Context: an optimization exercise on an open-source flow, tuned for small area, a short achievable clock period and few clock cycles. The choices shown serve that exercise and are no tape-out recipe.
In this exercise RTL edits were held to simulation tests only and were not proved equivalent to the original.
No activity file was given, so power comes from the tool's default toggle rates.

==> flow/design.v <==
package cnn_axi_pkg;
  localparam logic [1:0] RESP_OKAY     = 2'b00;
  localparam logic [1:0] BURST_INCR    = 2'b01;
  localparam logic [3:0] CACHE_DEFAULT = 4'b0011;
  localparam logic [2:0] SIZE_16B      = 3'b100;
endpackage
module cnn_beat_reg #(
  parameter int DW = 128,
  parameter int IW = 120
) (
  input  logic          clk_i,
  input  logic          rst_ni,
  input  logic          idle_d_i,      
  input  logic [IW-1:0] init_i,
  input  logic          hold_d_i,      
  input  logic          in_valid_i,
  output logic          in_ready_o,
  input  logic [DW-1:0] in_data_i,
  output logic          out_valid_o,
  input  logic          out_ready_i,
  output logic [DW-1:0] data_o
);
  logic          valid_q, valid_d, ready_q, ready_d;
  logic          sel_init_q, sel_in_q, sel_hold_q;
  logic [DW-1:0] data_q;
  assign in_ready_o  = ready_q;
  assign out_valid_o = valid_q;
  assign data_o      = data_q;
  assign valid_d = valid_q ? ~out_ready_i : (in_valid_i & ready_q);
  assign ready_d = ~valid_d & ~hold_d_i;
  always_ff @(posedge clk_i or negedge rst_ni) begin
    if (!rst_ni) begin
      valid_q    <= 1'b0;
      ready_q    <= 1'b0;
      sel_init_q <= 1'b1;
      sel_in_q   <= 1'b0;
      sel_hold_q <= 1'b0;
    end else begin
      valid_q    <= valid_d;
      ready_q    <= ready_d;
      sel_init_q <= idle_d_i;
      sel_in_q   <= ready_d & ~idle_d_i;
      sel_hold_q <= ~ready_d;
    end
  end
  always_ff @(posedge clk_i) begin
    data_q <= (in_data_i & {DW{sel_in_q}})
            | ({{(DW-IW){1'b0}}, init_i} & {DW{sel_init_q}})
            | (data_q & {DW{sel_hold_q}});
  end
endmodule
module cnn_axi_burst_master #(
  parameter int C_M_AXI_ID_WIDTH   = 12,
  parameter int C_M_AXI_ADDR_WIDTH = 64,
  parameter int C_M_AXI_DATA_WIDTH = 128,
  parameter int BURST_LEN          = 16,
  parameter int ID_VALUE           = 0
) (
  input  logic                            M_AXI_ACLK,
  input  logic                            M_AXI_ARESETN,
  input  logic                            INIT_AXI_TXN,
  input  logic [C_M_AXI_ADDR_WIDTH-1:0]   input_Addr_Offset,
  input  logic [C_M_AXI_ADDR_WIDTH-1:0]   output_Addr_Offset,
  output logic                            TXN_DONE,
  output logic                            ERROR,
  output logic [C_M_AXI_ID_WIDTH-1:0]     M_AXI_ARID,
  output logic [C_M_AXI_ADDR_WIDTH-1:0]   M_AXI_ARADDR,
  output logic [7:0]                      M_AXI_ARLEN,
  output logic [2:0]                      M_AXI_ARSIZE,
  output logic [1:0]                      M_AXI_ARBURST,
  output logic                            M_AXI_ARLOCK,
  output logic [3:0]                      M_AXI_ARCACHE,
  output logic [2:0]                      M_AXI_ARPROT,
  output logic [3:0]                      M_AXI_ARQOS,
  output logic                            M_AXI_ARVALID,
  input  logic                            M_AXI_ARREADY,
  input  logic [C_M_AXI_ID_WIDTH-1:0]     M_AXI_RID,
  input  logic [C_M_AXI_DATA_WIDTH-1:0]   M_AXI_RDATA,
  input  logic [1:0]                      M_AXI_RRESP,
  input  logic                            M_AXI_RLAST,
  input  logic                            M_AXI_RVALID,
  output logic                            M_AXI_RREADY,
  output logic [C_M_AXI_ID_WIDTH-1:0]     M_AXI_AWID,
  output logic [C_M_AXI_ADDR_WIDTH-1:0]   M_AXI_AWADDR,
  output logic [7:0]                      M_AXI_AWLEN,
  output logic [2:0]                      M_AXI_AWSIZE,
  output logic [1:0]                      M_AXI_AWBURST,
  output logic                            M_AXI_AWLOCK,
  output logic [3:0]                      M_AXI_AWCACHE,
  output logic [2:0]                      M_AXI_AWPROT,
  output logic [3:0]                      M_AXI_AWQOS,
  output logic                            M_AXI_AWVALID,
  input  logic                            M_AXI_AWREADY,
  output logic [C_M_AXI_DATA_WIDTH-1:0]   M_AXI_WDATA,
  output logic [C_M_AXI_DATA_WIDTH/8-1:0] M_AXI_WSTRB,
  output logic                            M_AXI_WLAST,
  output logic                            M_AXI_WVALID,
  input  logic                            M_AXI_WREADY,
  input  logic [C_M_AXI_ID_WIDTH-1:0]     M_AXI_BID,
  input  logic [1:0]                      M_AXI_BRESP,
  input  logic                            M_AXI_BVALID,
  output logic                            M_AXI_BREADY
);
  localparam int CW = (BURST_LEN > 1) ? $clog2(BURST_LEN) : 1;
  localparam logic [CW-1:0] LAST_BEAT = CW'(BURST_LEN - 1);
  localparam int LO = $clog2(C_M_AXI_DATA_WIDTH / 8);    
  logic busy_q, busy_d, done_q, err_q, arvalid_q, awvalid_q, bwait_q, wlast_q;
  logic [CW-1:0] wcnt_q;
  localparam int IW = C_M_AXI_ADDR_WIDTH - LO;
  logic [C_M_AXI_DATA_WIDTH-1:0] buf_data;
  logic arvalid_d, awvalid_d;
  logic start, bad_in, bad_out, bad;
  logic r_hs, w_hs, b_hs, r_bad;
  logic wvalid, rready;
  logic unused_ids;
  assign unused_ids = ^{M_AXI_RID, M_AXI_BID};
  assign bad_in  = (|input_Addr_Offset[LO-1:0])
                 | ((&input_Addr_Offset[11:8]) & (|input_Addr_Offset[7:LO]));
  assign bad_out = (|output_Addr_Offset[LO-1:0])
                 | ((&output_Addr_Offset[11:8]) & (|output_Addr_Offset[7:LO]));
  assign bad     = bad_in | bad_out;
  assign start   = INIT_AXI_TXN & ~busy_q;
  assign r_hs  = M_AXI_RVALID & rready;
  assign w_hs  = wvalid & M_AXI_WREADY;
  assign b_hs  = M_AXI_BVALID & bwait_q;
  assign r_bad = (M_AXI_RRESP != cnn_axi_pkg::RESP_OKAY)
               | (M_AXI_RLAST != wlast_q);
  cnn_beat_reg #(.DW(C_M_AXI_DATA_WIDTH), .IW(2 * IW)) u_buf (
    .clk_i       (M_AXI_ACLK),
    .rst_ni      (M_AXI_ARESETN),
    .idle_d_i    (~busy_d),
    .init_i      ({output_Addr_Offset[C_M_AXI_ADDR_WIDTH-1:LO],
                   input_Addr_Offset[C_M_AXI_ADDR_WIDTH-1:LO]}),
    .hold_d_i    (arvalid_d | awvalid_d),
    .in_valid_i  (M_AXI_RVALID),
    .in_ready_o  (rready),
    .in_data_i   (M_AXI_RDATA),
    .out_valid_o (wvalid),
    .out_ready_i (M_AXI_WREADY),
    .data_o      (buf_data)
  );
  assign M_AXI_RREADY  = rready;
  assign M_AXI_WVALID  = wvalid;
  assign M_AXI_WDATA   = buf_data;
  assign M_AXI_WLAST   = wlast_q;
  assign M_AXI_WSTRB   = '1;
  assign M_AXI_BREADY  = bwait_q;
  assign M_AXI_ARVALID = arvalid_q;
  assign M_AXI_AWVALID = awvalid_q;
  assign TXN_DONE      = done_q;
  assign ERROR         = err_q;
  assign M_AXI_ARID    = C_M_AXI_ID_WIDTH'(ID_VALUE);
  assign M_AXI_ARADDR  = {buf_data[IW-1:0], LO'(0)};
  assign M_AXI_ARLEN   = 8'(BURST_LEN - 1);
  assign M_AXI_ARSIZE  = cnn_axi_pkg::SIZE_16B;
  assign M_AXI_ARBURST = cnn_axi_pkg::BURST_INCR;
  assign M_AXI_ARLOCK  = 1'b0;
  assign M_AXI_ARCACHE = cnn_axi_pkg::CACHE_DEFAULT;
  assign M_AXI_ARPROT  = 3'b000;
  assign M_AXI_ARQOS   = 4'd0;
  assign M_AXI_AWID    = C_M_AXI_ID_WIDTH'(ID_VALUE);
  assign M_AXI_AWADDR  = {buf_data[2*IW-1:IW], LO'(0)};
  assign M_AXI_AWLEN   = 8'(BURST_LEN - 1);
  assign M_AXI_AWSIZE  = cnn_axi_pkg::SIZE_16B;
  assign M_AXI_AWBURST = cnn_axi_pkg::BURST_INCR;
  assign M_AXI_AWLOCK  = 1'b0;
  assign M_AXI_AWCACHE = cnn_axi_pkg::CACHE_DEFAULT;
  assign M_AXI_AWPROT  = 3'b000;
  assign M_AXI_AWQOS   = 4'd0;
  assign busy_d    = start | (busy_q & ~done_q);
  assign arvalid_d = (start & ~bad) | (arvalid_q & ~M_AXI_ARREADY);
  assign awvalid_d = (start & ~bad) | (awvalid_q & ~M_AXI_AWREADY);
  always_ff @(posedge M_AXI_ACLK or negedge M_AXI_ARESETN) begin
    if (!M_AXI_ARESETN) begin
      busy_q    <= 1'b0;
      done_q    <= 1'b0;
      err_q     <= 1'b0;
      arvalid_q <= 1'b0;
      awvalid_q <= 1'b0;
      bwait_q   <= 1'b0;
      wlast_q   <= 1'b0;
      wcnt_q    <= '0;
    end else begin
      busy_q    <= busy_d;
      done_q    <= (start & bad) | b_hs;
      arvalid_q <= arvalid_d;
      awvalid_q <= awvalid_d;
      bwait_q   <= (bwait_q & ~M_AXI_BVALID) | (w_hs & wlast_q);
      if (start)
        err_q <= bad;
      else if ((r_hs & r_bad) | (b_hs & (M_AXI_BRESP != cnn_axi_pkg::RESP_OKAY)))
        err_q <= 1'b1;
      if (w_hs) begin
        wcnt_q  <= wcnt_q + 1'b1;
        wlast_q <= (wcnt_q == LAST_BEAT - 1'b1);
      end
    end
  end
endmodule
==> flow/config.mk <==
export PLATFORM = sky130hd
export DESIGN_NAME = cnn_axi_burst_master
export DESIGN_NICKNAME = cnn_axi_burst_master
export VERILOG_FILES = /design/flow/design.v
export SDC_FILE = /design/flow/constraint.sdc
export NUM_CORES = 4
export LEC_CHECK = 0
export CAP_MARGIN = 20
export CORE_AREA = 2.5 2.5 181.5 181.5
export DIE_AREA = 0 0 184 184
export SETUP_SLACK_MARGIN = 3.45
export SLEW_MARGIN = 20
==> flow/constraint.sdc <==
create_clock -name core_clock -period 5.5 [get_ports {M_AXI_ACLK}]
set_input_delay 1.1000 -clock core_clock [delete_from_list [all_inputs] [get_ports {M_AXI_ACLK}]]
set_output_delay 1.1000 -clock core_clock [all_outputs]
set_load 0.01 [all_outputs]
standard.sh (not shown) runs the stock make flow with config.mk's settings and CLKGATE_MAP_FILE= SYNTH_SCRIPT=/design/flow/synth_recipe.tcl, a recipe that flattens the netlist after the stock synthesis.
==> flow/flow/run.sh <==
#!/bin/bash
# Standard ORFS layout with these changes: ports are buffered with the
# smallest plain buffer instead of the default delay buffer; one tie cell
# of each kind drives all constant outputs; CTS adds no dummy clock loads
# and clusters more sinks per leaf buffer.
set -euo pipefail
export BUFFER_PORTS_ARGS="-buffer_cell sky130_fd_sc_hd__buf_1"
export SKIP_REPAIR_TIE_FANOUT=1
export CTS_ARGS='-sink_clustering_enable -repair_clock_nets -dont_use_dummy_load -sink_clustering_size 30 -sink_clustering_max_diameter 150 -root_buf sky130_fd_sc_hd__clkbuf_16 -buf_list {sky130_fd_sc_hd__clkbuf_8}'
bash standard.sh > standard.log 2>&1
Testbench counts at the start, summed over its fixed seeds: cycles 13,992.
Then changed:
==> flow/flow/run.sh (replaced) <==
#!/bin/bash
# Standard ORFS layout with these changes: ports are buffered with the
# smallest plain buffer instead of the default delay buffer; one tie cell
# of each kind drives all constant outputs; pins sit one track apart
# (the die is small), with the clock pin placed alone mid left edge; CTS
# adds no dummy clock loads, clusters more sinks per leaf buffer, and
# uses a clkbuf_16 root and clkbuf_8 leaves.
set -euo pipefail
HERE=$(cd "$(dirname "$0")" && pwd)
export BUFFER_PORTS_ARGS="-buffer_cell sky130_fd_sc_hd__buf_1"
export SKIP_REPAIR_TIE_FANOUT=1
export IO_CONSTRAINTS="$HERE/io.tcl"
export PLACE_PINS_ARGS="-min_distance 1 -min_distance_in_tracks -exclude left:62-68"
export CTS_ARGS='-sink_clustering_enable -repair_clock_nets -dont_use_dummy_load -sink_clustering_size 30 -sink_clustering_max_diameter 150 -root_buf sky130_fd_sc_hd__clkbuf_16 -buf_list {sky130_fd_sc_hd__clkbuf_8}'
bash standard.sh > standard.log 2>&1
==> flow/flow/io.tcl (new file) <==
# Put the clock pin in the middle of the left edge; place_pins keeps the
# other pins out of a band around it (PLACE_PINS_ARGS -exclude).
place_pin -pin_name M_AXI_ACLK -layer met3 -location {0 65} -force_to_die_boundary
CORE_AREA = 2.5 2.5 127.5 127.5   (was 2.5 2.5 181.5 181.5)
DIE_AREA = 0 0 130 130   (was 0 0 184 184)
SETUP_SLACK_MARGIN = 3.3   (was 3.45)
Result: Cell area came out lower by roughly a tenth. Sequential share of layout area is higher by 2.3 points. Clock power falls by a few percent. Final cell count came out lower by about a fifth. Via count shrinks by a few percent. Hold slack degrades by 3.2 ps. Setup slack degrades by 43 ps. Synthesized cell count does not change. Power shrinks by a little under a tenth. Routed wire length came out lower by a quarter to a third. Count of clock-buffer cells in the layout is unchanged.
Then changed:
--- a/flow/flow/run.sh
+++ b/flow/flow/run.sh
@@ -11,5 +11,5 @@
 export SKIP_REPAIR_TIE_FANOUT=1
 export IO_CONSTRAINTS="$HERE/io.tcl"
-export PLACE_PINS_ARGS="-min_distance 1 -min_distance_in_tracks -exclude left:62-68"
+export PLACE_PINS_ARGS="-min_distance 1 -min_distance_in_tracks -exclude left:72-78"
 export CTS_ARGS='-sink_clustering_enable -repair_clock_nets -dont_use_dummy_load -sink_clustering_size 30 -sink_clustering_max_diameter 150 -root_buf sky130_fd_sc_hd__clkbuf_16 -buf_list {sky130_fd_sc_hd__clkbuf_8}'
 bash standard.sh > standard.log 2>&1
==> flow/flow/io.tcl (replaced) <==
# Put the clock pin in the middle of the left edge; place_pins keeps the
# other pins out of a band around it (PLACE_PINS_ARGS -exclude).
place_pin -pin_name M_AXI_ACLK -layer met3 -location {0 75} -force_to_die_boundary
CELL_PAD_IN_SITES_DETAIL_PLACEMENT = 1   (was unset)
CELL_PAD_IN_SITES_GLOBAL_PLACEMENT = 1   (was unset)
CORE_AREA = 2.5 2.5 147.5 147.5   (was 2.5 2.5 127.5 127.5)
DIE_AREA = 0 0 150 150   (was 0 0 130 130)
Effect: The new run passed the timing, DRC and antenna checks. Sequential power is about the same. Clock power climbs by about 2%. Cell area climbs by 0.89%. Routed wire length went up by 15%. Utilization drops by 13 points. Final cell count climbs by 5.4%. Count of clock-buffer cells in the layout does not change. Worst setup slack loses 24 ps. Global-route usage fell by 2.3 points.
Then changed:
==> flow/flow/run.sh (replaced) <==
#!/bin/bash
# Standard ORFS layout with these changes: ports are buffered with the
# smallest plain buffer instead of the default delay buffer; one tie cell
# of each kind drives all constant outputs; CTS adds no dummy clock loads
# and clusters more sinks per leaf buffer.
set -euo pipefail
export BUFFER_PORTS_ARGS="-buffer_cell sky130_fd_sc_hd__buf_1"
export SKIP_REPAIR_TIE_FANOUT=1
export CTS_ARGS='-sink_clustering_enable -repair_clock_nets -dont_use_dummy_load -sink_clustering_size 30 -sink_clustering_max_diameter 150 -root_buf sky130_fd_sc_hd__clkbuf_16 -buf_list {sky130_fd_sc_hd__clkbuf_8}'
bash standard.sh > standard.log 2>&1
CELL_PAD_IN_SITES_DETAIL_PLACEMENT = unset   (was 1)
CELL_PAD_IN_SITES_GLOBAL_PLACEMENT = unset   (was 1)
CORE_AREA = 2.5 2.5 181.5 181.5   (was 2.5 2.5 147.5 147.5)
DIE_AREA = 0 0 184 184   (was 0 0 150 150)
removed: flow/flow/io.tcl
After rerunning: Final cell count came out higher by 10%; hold slack barely changes; power came out higher by 2.3%; via count stays flat; fmax came out lower by 0.75%.

-- re-timing with driven ports --
How much do the figures lean on ideal ports? The routed layouts below were timed once more, with nothing changed but the port constraints.
Step 1, drivers: a clkbuf_16 drives M_AXI_ACLK and a buf_2 each remaining input, both assumed.
Step 2 times the ports against the registers' clock, not the clock port: input delays grow and output delays shrink by t, the midpoint of the rising clock arrivals with the driver on.
Three values: ideal ports, drivers, drivers and shift; two values: the first two.
| run | shift t [ns] | setup slack, ns | pins driven straight from the clock port |
|---|---|---|---|
| the first run | 0.423 | 3.455 / 3.408 / 3.137 | 1 |
| the second run | 0.389 | 3.412 / 3.382 / 3.109 | 1 |
| the third run | 0.389 | 3.388 / 3.354 / 3.231 | 1 |
| the fourth run | 0.422 | 3.372 / 3.325 / 3.153 | 1 |
After both steps every run listed still meets setup and hold. For the first run, which loses most, drivers alone change the setup slack by -0.047 ns; drivers and shift together by -0.318 ns.
